Context: an optimization exercise on an open-source flow, tuned for small area and a short achievable clock period. The choices shown serve that exercise and are no tape-out recipe. At most, simulation tests tie the RTL to the original design; equivalence was not proved. No driver is modelled on the clock port, so clocking that relies on it looks cheaper here than on a real chip. Power figures rest on the tool's default switching activity, not on a simulated workload.

## idStage
module idStage (
    input  logic                            clk,
    input  logic                            rst,
    input  mips_pkg::instrUnion             inst,
    input  logic [32-1:0]     pc,
    input  logic                            wbWriteEnable,
    input  logic [5-1:0] wbWriteAddr,
    input  logic [32-1:0]     wbWriteData,
    output logic [32-1:0]     rsValue,
    output logic [32-1:0]     rtValue,
    output logic [32-1:0]     extImm,
    output logic [32-1:0]     idData,
    output logic [32-1:0]     branchTarget,
    output logic                            branchTaken,
    output logic                            isBranch
);
    logic zeroB, signedExt, jumpReg, jumpImm, isLui, isSet, setImm, setSigned;
    logic cEq, cNe, cLtz, cGez, cLez, cGtz, cAlways;
    logic [32-1:0] rtRaw;      
    logic [32-1:0] immExt;
    logic data0Other, data0;
    logic [32-1:0] idDataOther;
    idController ctrl (
        .inst(inst), .zeroB(zeroB), .signedExt(signedExt), .isBranch(isBranch),
        .jumpReg(jumpReg), .jumpImm(jumpImm), .isLui(isLui), .isSet(isSet),
  ...
clock: 11.0 ns
lec_check: 0
cap_margin: 20
core_margin: 2
core_utilization: 55
setup_slack_margin: 3
slew_margin: 20
synth_hierarchical: 1
tns_end_percent: 10
standard.sh (not shown) runs the stock make flow with config.mk's settings and CLKGATE_MAP_FILE= SYNTH_SCRIPT=/design/flow/synth_recipe.tcl, a recipe that flattens the netlist after the stock synthesis.
==> flow/flow/run.sh <==
#!/bin/bash
# Layout flow: the standard ORFS flow (standard.sh, which also runs the
# standard synthesis), with two changes:
#  - the buffers that buffer_ports puts on every input and output port are
#    plain buf_1 cells instead of the delay cells it picks by default;
#  - clock tree synthesis clusters up to 20 sinks per leaf buffer and
#    inserts no dummy loads, for a smaller clock tree.
# make's full output goes to flow_make.log here; each ORFS step's log stays
# under orfs/logs/.
set -euo pipefail
bash standard.sh \
    "BUFFER_PORTS_ARGS=-buffer_cell sky130_fd_sc_hd__buf_1" \
    "CTS_ARGS=-sink_clustering_enable -repair_clock_nets -sink_clustering_size 20 -sink_clustering_max_diameter 100 -dont_use_dummy_load" \
    finish > flow_make.log 2>&1
Rerun with:
--- a/flow/flow/run.sh
+++ b/flow/flow/run.sh
@@ -3 +3 @@
-# standard synthesis), with two changes:
+# standard synthesis), with these changes:
@@ -5 +5 @@
-#    plain buf_1 cells instead of the delay cells it picks by default;
+#    plain buf_2 cells instead of the delay cells it picks by default;
@@ -7 +7,3 @@
-#    inserts no dummy loads, for a smaller clock tree.
+#    inserts no dummy loads, for a smaller clock tree;
+#  - after CTS, one more setup repair that may resize cells to any footprint
+#    (flow/post_cts.tcl).
@@ -12 +14 @@
-    "BUFFER_PORTS_ARGS=-buffer_cell sky130_fd_sc_hd__buf_1" \
+    "BUFFER_PORTS_ARGS=-buffer_cell sky130_fd_sc_hd__buf_2" \
@@ -13,0 +16 @@
+    "POST_CTS_TCL=$(pwd)/flow/post_cts.tcl" \
==> flow/flow/post_cts.tcl (new file) <==
# Hook run by ORFS at the end of the CTS step (POST_CTS_TCL), before it
# writes 4_1_cts.odb: one more setup repair, this time free to resize cells
# to any footprint (the step's own repair keeps footprints), then legalize.
log_cmd estimate_parasitics -placement
log_cmd repair_timing -setup -setup_margin $::env(SETUP_SLACK_MARGIN) -repair_tns 100 -verbose
log_cmd detailed_placement
check_placement -verbose
report_worst_slack -max
- CORE_UTILIZATION: 55 -> 50
The new run produced a clean layout.
Routed wire length increases by 3.0%.
Cell area went down by about 0.47%.
Die area climbs by 9.9%.
Rerun with:
--- a/flow/flow/run.sh
+++ b/flow/flow/run.sh
@@ -3 +3 @@
-# standard synthesis), with these changes:
+# standard synthesis), with two changes:
@@ -7,3 +7 @@
-#    inserts no dummy loads, for a smaller clock tree;
-#  - after CTS, one more setup repair that may resize cells to any footprint
-#    (flow/post_cts.tcl).
+#    inserts no dummy loads, for a smaller clock tree.
@@ -16 +13,0 @@
-    "POST_CTS_TCL=$(pwd)/flow/post_cts.tcl" \
- SETUP_SLACK_MARGIN: 3 -> 2.6
removed: flow/flow/post_cts.tcl
After rerunning: The new run ran to the end with no violations. Cell area is higher slightly. Die area is unchanged. Combinational power grows slightly. Total power hardly moves. Synthesized area does not change. Register-to-register slack is about the same.
Rerun with:
- CORE_UTILIZATION: 50 -> 65
- PLACE_DENSITY: not set -> 0.8
- SETUP_SLACK_MARGIN: 2.6 -> 3
=> Core utilization increases by 19 points. Wire length decreases by about 4%. Global-route usage increases by 10 points. Power decreases by about 0.56%. Final cell count decreases by 4.4%. Setup slack degrades by 200 ps. Sequential share of layout area decreases by 0.13 points.

========
idStage, a different RTL version from the one above (not shown whole).
Size in the first run: roughly 4500 cells after synthesis, roughly 990 flip-flops, about 270 I/O pins, ~47000 um2 of cells after synthesis.
export LEC_CHECK = 0
export CAP_MARGIN = 20
export CORE_MARGIN = 2
export CORE_UTILIZATION = 50
export PLACE_DENSITY = 0.85
export SETUP_SLACK_MARGIN = 3
export SLEW_MARGIN = 20
export SYNTH_HIERARCHICAL = 1
export TNS_END_PERCENT = 10
create_clock -name core_clock -period 11.0 [get_ports {clk}]
==> flow/flow/run.sh <==
#!/bin/bash
# Layout flow: the standard ORFS flow (standard.sh, which also runs the
# standard synthesis), with two changes:
#  - the buffers that buffer_ports puts on every input and output port are
#    plain buf_2 cells instead of the delay cells it picks by default;
#  - clock tree synthesis clusters up to 20 sinks per leaf buffer and
#    inserts no dummy loads, for a smaller clock tree.
# make's full output goes to flow_make.log here; each ORFS step's log stays
# under orfs/logs/.
set -euo pipefail
bash standard.sh \
    "BUFFER_PORTS_ARGS=-buffer_cell sky130_fd_sc_hd__buf_2" \
    "CTS_ARGS=-sink_clustering_enable -repair_clock_nets -sink_clustering_size 20 -sink_clustering_max_diameter 100 -dont_use_dummy_load" \
    finish > flow_make.log 2>&1
Next try:
==> flow/flow/run.sh (replaced) <==
#!/bin/bash
# Layout flow: the standard ORFS flow (standard.sh, which also runs the
# standard synthesis), with these changes:
#  - the buffers that buffer_ports puts on every input and output port are
#    plain buf_2 cells instead of the delay cells it picks by default;
#  - clock tree synthesis clusters up to 20 sinks per leaf buffer and
#    inserts no dummy loads, for a smaller clock tree;
#  - after CTS, one more setup repair that may resize cells to any footprint
#    (flow/post_cts.tcl).
# make's full output goes to flow_make.log here; each ORFS step's log stays
# under orfs/logs/.
set -euo pipefail
bash standard.sh \
    "BUFFER_PORTS_ARGS=-buffer_cell sky130_fd_sc_hd__buf_2" \
    "CTS_ARGS=-sink_clustering_enable -repair_clock_nets -sink_clustering_size 20 -sink_clustering_max_diameter 100 -dont_use_dummy_load" \
    "POST_CTS_TCL=$(pwd)/flow/post_cts.tcl" \
    finish > flow_make.log 2>&1
==> flow/flow/post_cts.tcl (new file) <==
# Hook run by ORFS at the end of the CTS step (POST_CTS_TCL), before it
# writes 4_1_cts.odb: one more setup repair, this time free to resize cells
# to any footprint (the step's own repair keeps footprints), then legalize.
log_cmd estimate_parasitics -placement
log_cmd repair_timing -setup -setup_margin $::env(SETUP_SLACK_MARGIN) -repair_tns 100 -verbose
log_cmd detailed_placement
check_placement -verbose
report_worst_slack -max
- PLACE_DENSITY: 0.85 -> not set
What happened: Final area increases by 2.5%; hold slack is about the same; combinational power increases by 6.6%; worst setup slack gets better by 150 ps.
Next try:
- PLACE_DENSITY: not set -> 0.85
Result: Design area came out lower by about 2%. Non-clock buffer count came out lower by 16. Final cell count barely changes. Core utilization came out lower by 1.2 points. Via count came out higher by about 5%. Global-route usage came out lower by 2.3 points. Clock power came out lower by about 2%. First-iteration DRC count came out higher by about 43%. Routed wire length came out lower by about 4.3%.
No functional check of the RTL was part of any run of this note.

========
## job 101
idStage, a different RTL version from the one above (not shown whole).
Size in the first run: about 990 flip-flops, roughly 270 I/O pins, about 0.047 mm2 of cells after synthesis.
make LEC_CHECK=0 CAP_MARGIN=20 CORE_MARGIN=2 CORE_UTILIZATION=60 CTS_BUF_LIST='sky130_fd_sc_hd__clkbuf_4 sky130_fd_sc_hd__clkbuf_8' SETUP_SLACK_MARGIN=3 SLEW_MARGIN=20 SYNTH_HIERARCHICAL=1 finish   # period 11.0 ns
run.sh (not shown) runs the stock make flow with config.mk's settings and CLKGATE_MAP_FILE= SYNTH_SCRIPT=/design/flow/synth_recipe.tcl, a recipe that flattens the netlist after the stock synthesis.
Stock flow here: none of the scripts above is used.
Job 101: all stages complete, timing, DRC and antenna checks passed
The inputs of job 102 differ from those of job 101 as listed below.
- CORE_UTILIZATION now 40, was 60
- CTS_BUF_LIST no longer set, was sky130_fd_sc_hd__clkbuf_4 sky130_fd_sc_hd__clkbuf_8
- SETUP_SLACK_MARGIN now 0.2, was 3
Findings:
Looking at maximum frequency, job 102 sits 3.5 MHz below job 101.
[compare] base=job 101 new=job 102: number of instances in the placed design went up about 9%, die area went up 0.039 mm2, clock-net power went up about 10%, core utilization of the finished layout went down 29 points.
Per the comparison of job 102 with job 101, time the final worst path needs with I/O delays and setup increased 370 ps, via count shrank by about 11%, slack of the critical path down 370 ps.
Final total power, job 102 and job 101, higher one = job 102.
Function was not checked in any run of this note: the RTL went through the layout flow alone.

========
Another version of the RTL of idStage (not shown whole).
Size in the first run: ~4600 cells after synthesis, about 990 flip-flops, roughly 47000 sq um of cells after synthesis.
## idStage
module idStage (
    input  logic                            clk,
    input  logic                            rst,
    input  mips_pkg::instrUnion             inst,
    input  logic [32-1:0]     pc,
    input  logic                            wbWriteEnable,
    input  logic [5-1:0] wbWriteAddr,
    input  logic [32-1:0]     wbWriteData,
    output logic [32-1:0]     rsValue,
    output logic [32-1:0]     rtValue,
    output logic [32-1:0]     extImm,
    output logic [32-1:0]     idData,
    output logic [32-1:0]     branchTarget,
    output logic                            branchTaken,
    output logic                            isBranch
);
export LEC_CHECK = 0
export CAP_MARGIN = 20
export CORE_MARGIN = 2
export CORE_UTILIZATION = 60
export SETUP_SLACK_MARGIN = 3
export SLEW_MARGIN = 20
export SYNTH_HIERARCHICAL = 1
export TNS_END_PERCENT = 10
create_clock -name core_clock -period 11.0 [get_ports {clk}]
standard.sh (not shown) runs the stock make flow with config.mk's settings and CLKGATE_MAP_FILE= SYNTH_SCRIPT=/design/flow/synth_recipe.tcl, a recipe that flattens the netlist after the stock synthesis.
==> flow/flow/run.sh <==
#!/bin/bash
# Layout flow: the standard ORFS flow (standard.sh, which also runs the
# standard synthesis), with two changes:
#  - the buffers that buffer_ports puts on every input and output port are
#    plain buf_2 cells instead of the delay cells it picks by default;
#  - clock tree synthesis clusters up to 20 sinks per leaf buffer and
#    inserts no dummy loads, for a smaller clock tree.
# make's full output goes to flow_make.log here; each ORFS step's log stays
# under orfs/logs/.
set -euo pipefail
bash standard.sh \
    "BUFFER_PORTS_ARGS=-buffer_cell sky130_fd_sc_hd__buf_2" \
    "CTS_ARGS=-sink_clustering_enable -repair_clock_nets -sink_clustering_size 20 -sink_clustering_max_diameter 100 -dont_use_dummy_load" \
    finish > flow_make.log 2>&1
==> next run, changes <==
Settings changed: CORE_UTILIZATION 60 to 50.
Wire length went up by a few percent.
Synthesized area stays the same.
Critical path depth went up by 3.
Register-to-register slack gains 0.06 ns.
Final cell count went up by a few percent.
Combinational power went up by a few percent.
Hold slack is about the same.
Clock power went up slightly.
Non-clock buffer count went up by 40.
Sequential power hardly moves.
Clock-buffer cell count went up by 1.
Function was not checked in any run of this note: the RTL went through the layout flow alone.

## re-timing with driven ports
The flow's constraints put no driver on any port. The routed layouts listed below were extracted and timed again, unchanged, in two steps. Step 1 assumes that a clkbuf_16 drives the clock port and a buf_2 every other input. Step 2 moves the port delays by t, midway between the first and last clock arrival at a register: inputs arrive t later, outputs are due t later. That takes back most of the time a late clock gives input paths. a / b / c = no drivers / after step 1 / after step 2; a / b = the first two.
run	t, ns	setup slack, ns	worst hold slack (ns)	worst setup path at the end	latest minus earliest clock arrival (ns)
the first run of note 1	0.739	2.494 / 2.417 / 2.417	0.516 / 0.516 / 0.516	input to output	0.073 / 0.074
the second run of note 1	0.748	2.413 / 2.357 / 2.357	0.515 / 0.515 / 0.515	input to output	0.129 / 0.129
the third run of note 1	0.748	2.503 / 2.427 / 2.427	0.515 / 0.515 / 0.515	input to output	0.133 / 0.133
the fourth run of note 1	0.736	2.303 / 2.247 / 2.247	0.517 / 0.517 / 0.517	input to output	0.105 / 0.105
the first run of note 2	0.715	2.490 / 2.411 / 2.411	0.517 / 0.517 / 0.517	input to output	0.082 / 0.081
the second run of note 2	0.756	2.636 / 2.558 / 2.558	0.515 / 0.515 / 0.515	input to output	0.055 / 0.055
the third run of note 2	0.721	2.405 / 2.364 / 2.364	0.517 / 0.517 / 0.517	input to output	0.086 / 0.086
job 101	0.958	0.885 / 0.847 / 0.847	0.511 / 0.511 / 0.511	input to output	0.080 / 0.081
job 102	0.788	0.510 / 0.453 / 0.453	0.510 / 0.510 / 0.510	input to output	0.033 / 0.033
the first run of note 4	0.726	2.166 / 2.132 / 2.132	0.515 / 0.515 / 0.515	input to output	0.088 / 0.088
the second run of note 4	0.755	2.436 / 2.280 / 2.280	0.515 / 0.515 / 0.515	input to output	0.080 / 0.080
After both steps setup and hold are still met in every run listed. For the second run of note 4, which loses most, drivers alone change the setup slack by -0.156 ns; drivers and shift together by -0.156 ns.
